Source: an optimization exercise on an open RTL-to-GDS flow (aim: small area and a short achievable clock period). Production flows keep margins and buffers that such runs may drop. The RTL was checked by simulation tests, not by an equivalence proof against the original design.

==> inputs of 06-17 <==
Design datapath, start of the top module:
module datapath (
  input  logic             Clock,
  input  logic             clear,
  input  logic [WIDTH-1:0] Mdatain,
  input  logic             Read,
  input  logic             write,
  input  logic R0in,  R1in,  R2in,  R3in,  R4in,  R5in,  R6in,  R7in,
  input  logic R8in,  R9in,  R10in, R11in, R12in, R13in, R14in, R15in,
  input  logic R0out, R1out, R2out, R3out, R4out, R5out, R6out, R7out,
  input  logic R8out, R9out, R10out, R11out, R12out, R13out, R14out, R15out,
  input  logic             PCin,
  input  logic             IRin,
  input  logic             MARin,
  input  logic             MDRin,
  input  logic             Yin,
  input  logic             PCout,
  input  logic             MDRout,
  input  logic             Zlowout,
  input  logic             CSignout,
  input  logic             ZMuxOut,
  input  logic             ZMuxEnbale,
  input  logic             ZSelect,
  input  logic             Zin,
  input  logic             IncPC,
  input  logic             aluin,
  input  logic [OP_W-1:0]  aluControl,
  input  logic             AND,
  output logic [WIDTH-1:0] out
);
==> module datapath_alu, before the edit <==
module datapath_alu (
  input  logic [WIDTH-1:0] a,
  input  logic [WIDTH-1:0] b,
  input  logic [OP_W-1:0]  op,
  output logic [2*WIDTH-1:0] result
);
  logic [SH_W-1:0] sh;
  assign sh = b[SH_W-1:0];
  logic             is_neg, inv;
  logic [WIDTH-1:0] xa, sum;
  assign is_neg = (op == OP_NEG);
  assign inv    = (op == OP_SUB) | is_neg;
  assign xa     = is_neg ? '0 : a;
  assign sum    = xa + (b ^ {WIDTH{inv}}) + {{(WIDTH-1){1'b0}}, inv};
  logic             left;
  logic [SH_W-1:0]  r;
  logic [WIDTH-1:0] rot, ge;     
  logic [WIDTH-1:0] shr_m;       
  assign left = (op == OP_ROL) | (op == OP_SHL);
  assign r    = left ? (SH_W'(0) - sh) : sh;
  logic [2*WIDTH-1:0] rot2;
  assign rot2 = {a, a} >> r;
  assign rot  = rot2[WIDTH-1:0];
  for (genvar i = 0; i < WIDTH; i++) begin : g_mask
    assign ge[i]    = (SH_W'(i) >= sh);
    assign shr_m[i] = ge[WIDTH-1-i];
  end
  logic [2*WIDTH-1:0] prod;
  logic [WIDTH-1:0]   quo, rem;
  datapath_muldiv u_md (.a(a), .b(b), .mul(op == OP_MUL), .prod(prod), .quo(quo), .rem(rem));
  always_comb begin
    result = '0;
    case (op)
      OP_ADD, OP_SUB, OP_NEG: result[WIDTH-1:0] = sum;
      OP_AND:  result[WIDTH-1:0] = a & b;
      OP_OR:   result[WIDTH-1:0] = a | b;
      OP_ROR, OP_ROL: result[WIDTH-1:0] = rot;
      OP_SHR:  result[WIDTH-1:0] = rot & shr_m;
      OP_SHRA: result[WIDTH-1:0] = (rot & shr_m) | ({WIDTH{a[WIDTH-1]}} & ~shr_m);
      OP_SHL:  result[WIDTH-1:0] = rot & ge;
      OP_MUL:  result = prod;
      OP_DIV:  result = {rem, quo};
      OP_NOT:  result[WIDTH-1:0] = ~b;
      default: result = '0;
    endcase
  end
endmodule
==> module datapath_muldiv, before the edit <==
module datapath_muldiv (
  input  logic        [31:0] a,
  input  logic        [31:0] b,
  input  logic               mul,
  output logic        [63:0] prod,
  output logic        [31:0] quo,
  output logic        [31:0] rem
);
  logic [31:0] an, bn;
  logic        bz;
  assign an = a[31] ? 32'd0 - a : a;
  assign bn = b[31] ? 32'd0 - b : b;
  assign bz = (b == 32'd0);
  logic [7:0]      nz4;
  logic [7:0][1:0] l4;
  logic [3:0]      nz8;
  logic [3:0][2:0] l8;
  logic [1:0]      nz16;
  logic [1:0][3:0] l16;
  logic [4:0]      s;
  for (genvar i = 0; i < 8; i++) begin : g_lz4
    assign nz4[i] = |bn[4*i+3:4*i];
    assign l4[i]  = bn[4*i+3] ? 2'd0 : bn[4*i+2] ? 2'd1 : bn[4*i+1] ? 2'd2 : 2'd3;
  end
  for (genvar i = 0; i < 4; i++) begin : g_lz8
    assign nz8[i] = nz4[2*i+1] | nz4[2*i];
    assign l8[i]  = nz4[2*i+1] ? {1'b0, l4[2*i+1]} : {1'b1, l4[2*i]};
  end
  for (genvar i = 0; i < 2; i++) begin : g_lz16
    assign nz16[i] = nz8[2*i+1] | nz8[2*i];
    assign l16[i]  = nz8[2*i+1] ? {1'b0, l8[2*i+1]} : {1'b1, l8[2*i]};
  end
  assign s = nz16[1] ? {1'b0, l16[1]} : {1'b1, l16[0]};
  logic [31:0] dn;
  logic [63:0] x;
  assign dn = bn << s;
  assign x  = {32'd0, an} << s;
  logic signed [6:0] m2, m1, m0, mm1;
  always_comb begin
    case (dn[30:28])
      3'd0:    {m2, m1, m0, mm1} = {7'sd12, 7'sd3, -7'sd5,  -7'sd13};
      3'd1:    {m2, m1, m0, mm1} = {7'sd14, 7'sd4, -7'sd6,  -7'sd15};
      3'd2:    {m2, m1, m0, mm1} = {7'sd15, 7'sd4, -7'sd6,  -7'sd16};
      3'd3:    {m2, m1, m0, mm1} = {7'sd16, 7'sd4, -7'sd7,  -7'sd18};
      3'd4:    {m2, m1, m0, mm1} = {7'sd18, 7'sd5, -7'sd8,  -7'sd20};
      3'd5:    {m2, m1, m0, mm1} = {7'sd19, 7'sd5, -7'sd8,  -7'sd21};
      3'd6:    {m2, m1, m0, mm1} = {7'sd20, 7'sd5, -7'sd9,  -7'sd23};
      default: {m2, m1, m0, mm1} = {7'sd22, 7'sd6, -7'sd10, -7'sd25};
    endcase
  end
  logic [34:0] op1, op2;
  assign op1 = mul ? {{3{b[31]}}, b} : {3'b000, dn};
  assign op2 = {op1[33:0], 1'b0};
  logic [34:0] ss [0:16];
  logic [34:0] cc [0:16];
  logic [15:0] k1, k2, kn;        
  logic [15:0] hs0, hs1, hc0, hc1, hm;    
  assign ss[0] = mul ? 35'h0_AAAA_AAAC : {3'b000, x[63:32]};
  assign cc[0] = '0;
  for (genvar j = 0; j < 16; j++) begin : g_row
    logic [34:0] us, uc, e, ad, mj;
    logic signed [6:0] v;
    logic        q2, q1, q0, qm1;
    logic        bk2, bk1, bk0;
    assign us = {ss[j][32:0], 2'b00};
    assign uc = {cc[j][32:0], mul ? 2'b00 : x[31-2*j:30-2*j]};
    assign v   = us[34:28] + uc[34:28];
    assign q2  = v >= m2;
    assign q1  = v >= m1;
    assign q0  = v >= m0;
    assign qm1 = v >= mm1;
    assign bk2 = a[31-2*j];
    assign bk1 = a[30-2*j];
    if (j < 15) begin : g_b
      assign bk0 = a[29-2*j];
    end else begin : g_b0
      assign bk0 = 1'b0;
    end
    assign kn[j] = mul ? bk2 : q1;
    assign k1[j] = mul ? (bk1 ^ bk0) : ((q1 & ~q2) | (qm1 & ~q0));
    assign k2[j] = mul ? ((bk2 & ~bk1 & ~bk0) | (~bk2 & bk1 & bk0)) : (q2 | ~qm1);
    assign e  = (({35{k1[j]}} & op1) | ({35{k2[j]}} & op2)) ^ {35{kn[j]}};
    assign ad = {e[34] ^ mul, e[33:0]};
    assign mj = (us & uc) | (us & ad) | (uc & ad);
    assign ss[j+1] = us ^ uc ^ ad;
    assign cc[j+1] = {mj[33:0], kn[j]};
    assign hs0[j] = ss[j][33];
    assign hs1[j] = ss[j][34];
    assign hc0[j] = cc[j][33];
    assign hc1[j] = cc[j][34];
    assign hm[j]  = mj[34];
  end
  logic [63:0] pa, pb, pm;
  assign pa[34:0] = ss[16];
  assign pb[34:0] = cc[16];
  assign pm[34:0] = '0;
  for (genvar j = 1; j < 16; j++) begin : g_hi
    assign pa[65-2*j] = hs0[j];
    assign pb[65-2*j] = hc0[j];
    assign pm[65-2*j] = hm[j];
    if (j >= 2) begin : g_even
      assign pa[66-2*j] = hs1[j];
      assign pb[66-2*j] = hc1[j];
      assign pm[66-2*j] = 1'b0;
    end
  end
  assign prod = pa + pb + pm;
  logic [34:0] t;
  logic        tneg;
  logic [31:0] rx, qp, qn, uq, ur;
  for (genvar j = 0; j < 16; j++) begin : g_q
    assign qp[31-2*j:30-2*j] = {k2[j] & kn[j], k1[j] & kn[j]};
    assign qn[31-2*j:30-2*j] = {k2[j] & ~kn[j], k1[j] & ~kn[j]};
  end
  assign t    = ss[16] + cc[16];
  assign tneg = t[34];
  assign uq   = qp + ~qn + {31'd0, ~tneg};
  assign rx   = t[31:0] + (tneg ? dn : 32'd0);
  assign ur   = rx >> s;
  assign quo  = bz ? 32'hFFFF_FFFF : ((a[31] ^ b[31]) ? 32'd0 - uq : uq);
  assign rem  = bz ? a : (a[31] ? 32'd0 - ur : ur);
endmodule
export LEC_CHECK = 0
export ABC_AREA = 1
export CAP_MARGIN = 20
export CORE_MARGIN = 2
export CORE_UTILIZATION = 45
export SLEW_MARGIN = 20
create_clock -name core_clock -period 150.0 [get_ports {Clock}]
standard.sh (not shown) runs the stock make flow with config.mk's settings and CLKGATE_MAP_FILE= SYNTH_SCRIPT=/design/flow/synth_recipe.tcl, a recipe that flattens the netlist after the stock synthesis.
==> flow/flow/run.sh <==
#!/bin/bash
# The standard layout, with timing repair aimed at a setup slack margin
# (ORFS SETUP_SLACK_MARGIN): the clock period and constraints are unchanged,
# repair just keeps working on the critical paths past zero slack.
# Pin swapping is left out of repair (SKIP_PIN_SWAP) so the layout stays
# structurally close to the synthesized netlist.
set -euo pipefail
export SETUP_SLACK_MARGIN="$(cat flow/setup_margin)"
export SKIP_PIN_SWAP=1
bash standard.sh finish > standard.log 2>&1
==> flow/flow/setup_margin <==
53
==> inputs of 06-22, as changes to 06-17 <==
--- a/flow/design.v
+++ b/flow/design.v
@@ -57,13 +57,22 @@
     assign l16[i]  = nz8[2*i+1] ? {1'b0, l8[2*i+1]} : {1'b1, l8[2*i]};
   end
   assign s = nz16[1] ? {1'b0, l16[1]} : {1'b1, l16[0]};
   logic [31:0] dn;
   logic [63:0] x;
   assign dn = bn << s;
-  assign x  = {32'd0, an} << s;
+  logic [31:0] ar0, ar1, ar2, ar3, ar4, lm;
+  assign ar0 = s[0] ? {an[30:0], an[31]}    : an;
+  assign ar1 = s[1] ? {ar0[29:0], ar0[31:30]} : ar0;
+  assign ar2 = s[2] ? {ar1[27:0], ar1[31:28]} : ar1;
+  assign ar3 = s[3] ? {ar2[23:0], ar2[31:24]} : ar2;
+  assign ar4 = s[4] ? {ar3[15:0], ar3[31:16]} : ar3;
+  for (genvar i = 0; i < 32; i++) begin : g_lm
+    assign lm[i] = (5'(i) < s);
+  end
+  assign x  = {ar4 & lm, ar4 & ~lm};
   logic signed [6:0] m2, m1, m0, mm1;
   always_comb begin
     case (dn[30:28])
       3'd0:    {m2, m1, m0, mm1} = {7'sd12, 7'sd3, -7'sd5,  -7'sd13};
       3'd1:    {m2, m1, m0, mm1} = {7'sd14, 7'sd4, -7'sd6,  -7'sd15};
       3'd2:    {m2, m1, m0, mm1} = {7'sd15, 7'sd4, -7'sd6,  -7'sd16};
@@ -131,38 +140,42 @@
     end
   end
   assign prod = pa + pb + pm;
   logic [34:0] t;
   logic        tneg;
   logic [31:0] rx, qp, qn, uq, ur;
+  logic        qsg;
   for (genvar j = 0; j < 16; j++) begin : g_q
     assign qp[31-2*j:30-2*j] = {k2[j] & kn[j], k1[j] & kn[j]};
     assign qn[31-2*j:30-2*j] = {k2[j] & ~kn[j], k1[j] & ~kn[j]};
   end
-  assign t    = ss[16] + cc[16];
+  assign t    = prod[34:0];    
   assign tneg = t[34];
-  assign uq   = qp + ~qn + {31'd0, ~tneg};
+  assign uq   = qp + ~qn;
+  assign qsg  = a[31] ^ b[31];
   assign rx   = t[31:0] + (tneg ? dn : 32'd0);
   assign ur   = rx >> s;
-  assign quo  = bz ? 32'hFFFF_FFFF : ((a[31] ^ b[31]) ? 32'd0 - uq : uq);
+  assign quo  = bz ? 32'hFFFF_FFFF : (uq ^ {32{qsg}}) + {31'd0, ~(qsg ^ tneg)};
   assign rem  = bz ? a : (a[31] ? 32'd0 - ur : ur);
 endmodule
 module datapath_alu (
   input  logic [WIDTH-1:0] a,
   input  logic [WIDTH-1:0] b,
   input  logic [OP_W-1:0]  op,
+  input  logic             inc,      
+  output logic [WIDTH-1:0] sum,
   output logic [2*WIDTH-1:0] result
 );
   logic [SH_W-1:0] sh;
   assign sh = b[SH_W-1:0];
   logic             is_neg, inv;
-  logic [WIDTH-1:0] xa, sum;
+  logic [WIDTH-1:0] xa;
   assign is_neg = (op == OP_NEG);
-  assign inv    = (op == OP_SUB) | is_neg;
-  assign xa     = is_neg ? '0 : a;
-  assign sum    = xa + (b ^ {WIDTH{inv}}) + {{(WIDTH-1){1'b0}}, inv};
+  assign inv    = ~inc & ((op == OP_SUB) | is_neg);
+  assign xa     = (is_neg | inc) ? '0 : a;
+  assign sum    = xa + (b ^ {WIDTH{inv}}) + {{(WIDTH-1){1'b0}}, inv | inc};
   logic             left;
   logic [SH_W-1:0]  r;
   logic [WIDTH-1:0] rot, ge;     
   logic [WIDTH-1:0] shr_m;       
   assign left = (op == OP_ROL) | (op == OP_SHL);
   assign r    = left ? (SH_W'(0) - sh) : sh;
@@ -230,16 +243,19 @@
   logic [OP_W-1:0]    op_sel;
   assign r_in  = {R15in, R14in, R13in, R12in, R11in, R10in, R9in, R8in,
                   R7in,  R6in,  R5in,  R4in,  R3in,  R2in,  R1in, R0in};
   assign r_out = {R15out, R14out, R13out, R12out, R11out, R10out, R9out, R8out,
                   R7out,  R6out,  R5out,  R4out,  R3out,  R2out,  R1out, R0out};
   assign op_sel = AND ? OP_AND : aluControl;
+  logic [WIDTH-1:0] inc_sum;
   datapath_alu u_alu (
     .a      (y),
     .b      (bus),
     .op     (op_sel),
+    .inc    (Zin & IncPC),
+    .sum    (inc_sum),
     .result (alu_res)
   );
   always_comb begin
     bus = '0;
     if (ZMuxOut && ZMuxEnbale) bus = ZSelect ? z[2*WIDTH-1:WIDTH] : z[WIDTH-1:0];
     else if (Zlowout)          bus = z[WIDTH-1:0];
@@ -273,13 +289,13 @@
     end else begin
       if (PCin)  pc  <= bus;
       if (IRin)  ir  <= bus;
       if (MARin) mar <= bus;
       if (MDRin) mdr <= Read ? Mdatain : bus;
       if (Yin)   y   <= bus;
-      if (Zin && IncPC) z <= {{WIDTH{1'b0}}, bus + 32'd1};
+      if (Zin && IncPC) z <= {{WIDTH{1'b0}}, inc_sum};    
       else if (aluin)   z <= alu_res;
       else if (Zin)     z <= {{WIDTH{1'b0}}, bus};
     end
   end
   logic unused_sigs;
   assign unused_sigs = ^{write, mar, ir[WIDTH-1:IMM_W]};
==> flow/flow/setup_margin (replaced) <==
50
==> inputs of 06-23, as changes to 06-17 <==
--- a/flow/design.v
+++ b/flow/design.v
@@ -151,46 +151,30 @@
   input  logic [WIDTH-1:0] b,
   input  logic [OP_W-1:0]  op,
   output logic [2*WIDTH-1:0] result
 );
   logic [SH_W-1:0] sh;
   assign sh = b[SH_W-1:0];
-  logic             is_neg, inv;
-  logic [WIDTH-1:0] xa, sum;
-  assign is_neg = (op == OP_NEG);
-  assign inv    = (op == OP_SUB) | is_neg;
-  assign xa     = is_neg ? '0 : a;
-  assign sum    = xa + (b ^ {WIDTH{inv}}) + {{(WIDTH-1){1'b0}}, inv};
-  logic             left;
-  logic [SH_W-1:0]  r;
-  logic [WIDTH-1:0] rot, ge;     
-  logic [WIDTH-1:0] shr_m;       
-  assign left = (op == OP_ROL) | (op == OP_SHL);
-  assign r    = left ? (SH_W'(0) - sh) : sh;
-  logic [2*WIDTH-1:0] rot2;
-  assign rot2 = {a, a} >> r;
-  assign rot  = rot2[WIDTH-1:0];
-  for (genvar i = 0; i < WIDTH; i++) begin : g_mask
-    assign ge[i]    = (SH_W'(i) >= sh);
-    assign shr_m[i] = ge[WIDTH-1-i];
-  end
   logic [2*WIDTH-1:0] prod;
   logic [WIDTH-1:0]   quo, rem;
   datapath_muldiv u_md (.a(a), .b(b), .mul(op == OP_MUL), .prod(prod), .quo(quo), .rem(rem));
   always_comb begin
     result = '0;
     case (op)
-      OP_ADD, OP_SUB, OP_NEG: result[WIDTH-1:0] = sum;
+      OP_ADD:  result[WIDTH-1:0] = a + b;
+      OP_SUB:  result[WIDTH-1:0] = a - b;
       OP_AND:  result[WIDTH-1:0] = a & b;
       OP_OR:   result[WIDTH-1:0] = a | b;
-      OP_ROR, OP_ROL: result[WIDTH-1:0] = rot;
-      OP_SHR:  result[WIDTH-1:0] = rot & shr_m;
-      OP_SHRA: result[WIDTH-1:0] = (rot & shr_m) | ({WIDTH{a[WIDTH-1]}} & ~shr_m);
-      OP_SHL:  result[WIDTH-1:0] = rot & ge;
+      OP_ROR:  result[WIDTH-1:0] = (a >> sh) | (a << (7'(WIDTH) - {2'b00, sh}));
+      OP_ROL:  result[WIDTH-1:0] = (a << sh) | (a >> (7'(WIDTH) - {2'b00, sh}));
+      OP_SHR:  result[WIDTH-1:0] = a >> sh;
+      OP_SHRA: result[WIDTH-1:0] = $signed(a) >>> sh;
+      OP_SHL:  result[WIDTH-1:0] = a << sh;
       OP_MUL:  result = prod;
       OP_DIV:  result = {rem, quo};
+      OP_NEG:  result[WIDTH-1:0] = 32'd0 - b;
       OP_NOT:  result[WIDTH-1:0] = ~b;
       default: result = '0;
     endcase
   end
 endmodule
 import datapath_pkg::*;
==> flow/run.sh (new file) <==
#!/bin/bash
# synth_recipe.tcl (not shown) runs the flow's synth.tcl, then flattens the netlist and writes it again
# the make line also repeats each setting of config.mk as NAME=value (left out here)
make -C /OpenROAD-flow-scripts/flow DESIGN_CONFIG=/design/flow/config.mk WORK_HOME=/design/flow/orfs CLKGATE_MAP_FILE= SYNTH_SCRIPT=/design/flow/synth_recipe.tcl finish
- ABC_AREA: 1 -> unset
removed: flow/flow/run.sh
removed: flow/flow/setup_margin
removed: flow/standard.sh
==> inputs of 12-06, as changes to 06-17 <==
--- a/flow/design.v
+++ b/flow/design.v
@@ -135,13 +135,13 @@
   logic        tneg;
   logic [31:0] rx, qp, qn, uq, ur;
   for (genvar j = 0; j < 16; j++) begin : g_q
     assign qp[31-2*j:30-2*j] = {k2[j] & kn[j], k1[j] & kn[j]};
     assign qn[31-2*j:30-2*j] = {k2[j] & ~kn[j], k1[j] & ~kn[j]};
   end
-  assign t    = ss[16] + cc[16];
+  assign t    = prod[34:0];    
   assign tneg = t[34];
   assign uq   = qp + ~qn + {31'd0, ~tneg};
   assign rx   = t[31:0] + (tneg ? dn : 32'd0);
   assign ur   = rx >> s;
   assign quo  = bz ? 32'hFFFF_FFFF : ((a[31] ^ b[31]) ? 32'd0 - uq : uq);
   assign rem  = bz ? a : (a[31] ? 32'd0 - ur : ur);
==> flow/flow/setup_margin (replaced) <==
50
- CAP_MARGIN: 20 -> 10
- SLEW_MARGIN: 20 -> 10
==> summary of the runs <==
- 06-23 passed the timing, design-rule and antenna checks. 06-17 passed the timing, design-rule and antenna checks. 12-06 completed, yet does not pass: max-capacitance violations, max-slew violations. 06-22 ran to the end with no violations.
- Hold slack, lowest first: 06-17, 12-06, 06-23, 06-22.
- Core utilization: 06-23 < 12-06 < 06-17 < 06-22.
- Of 12-06 and 06-17, 12-06 has the higher global-route usage (gap 1.5 points).

port drivers added, routing unchanged:
The results above use ideal ports. As a check the final layouts listed here were re-extracted and re-timed, cells and wires unchanged.
Step 1 (the two cells are an assumption about what drives the block):
set clk [get_ports {Clock}]
set_driving_cell -lib_cell sky130_fd_sc_hd__clkbuf_16 $clk
set_driving_cell -lib_cell sky130_fd_sc_hd__buf_2 [delete_from_list [all_inputs] $clk]
Step 2 moves the port delays by t, midway between the first and last clock arrival at a register: inputs arrive t later, outputs are due t later. That takes back most of the time a late clock gives input paths.
Slacks: ideal / step 1 / step 2; pairs: ideal / step 1.
| run | shift t [ns] | setup WS [ns] | worst hold slack (ns) | latest minus earliest clock arrival (ns) |
|---|---|---|---|---|
| 06-17 | 0.767 | 52.273 / 52.306 / 51.539 | 0.474 / 0.474 / 0.474 | 0.039 / 0.038 |
| 06-22 | 0.775 | 51.270 / 51.290 / 50.515 | 0.482 / 0.482 / 0.482 | 0.049 / 0.048 |
| 06-23 | 0.782 | 25.551 / 25.612 / 24.830 | 0.482 / 0.482 / 0.482 | 0.060 / 0.059 |
| 12-06 | 0.762 | 51.978 / 52.017 / 51.255 | 0.477 / 0.477 / 0.477 | 0.033 / 0.033 |
For 06-22, which loses most, drivers alone change the setup slack by +0.020 ns; drivers and shift together by -0.755 ns.
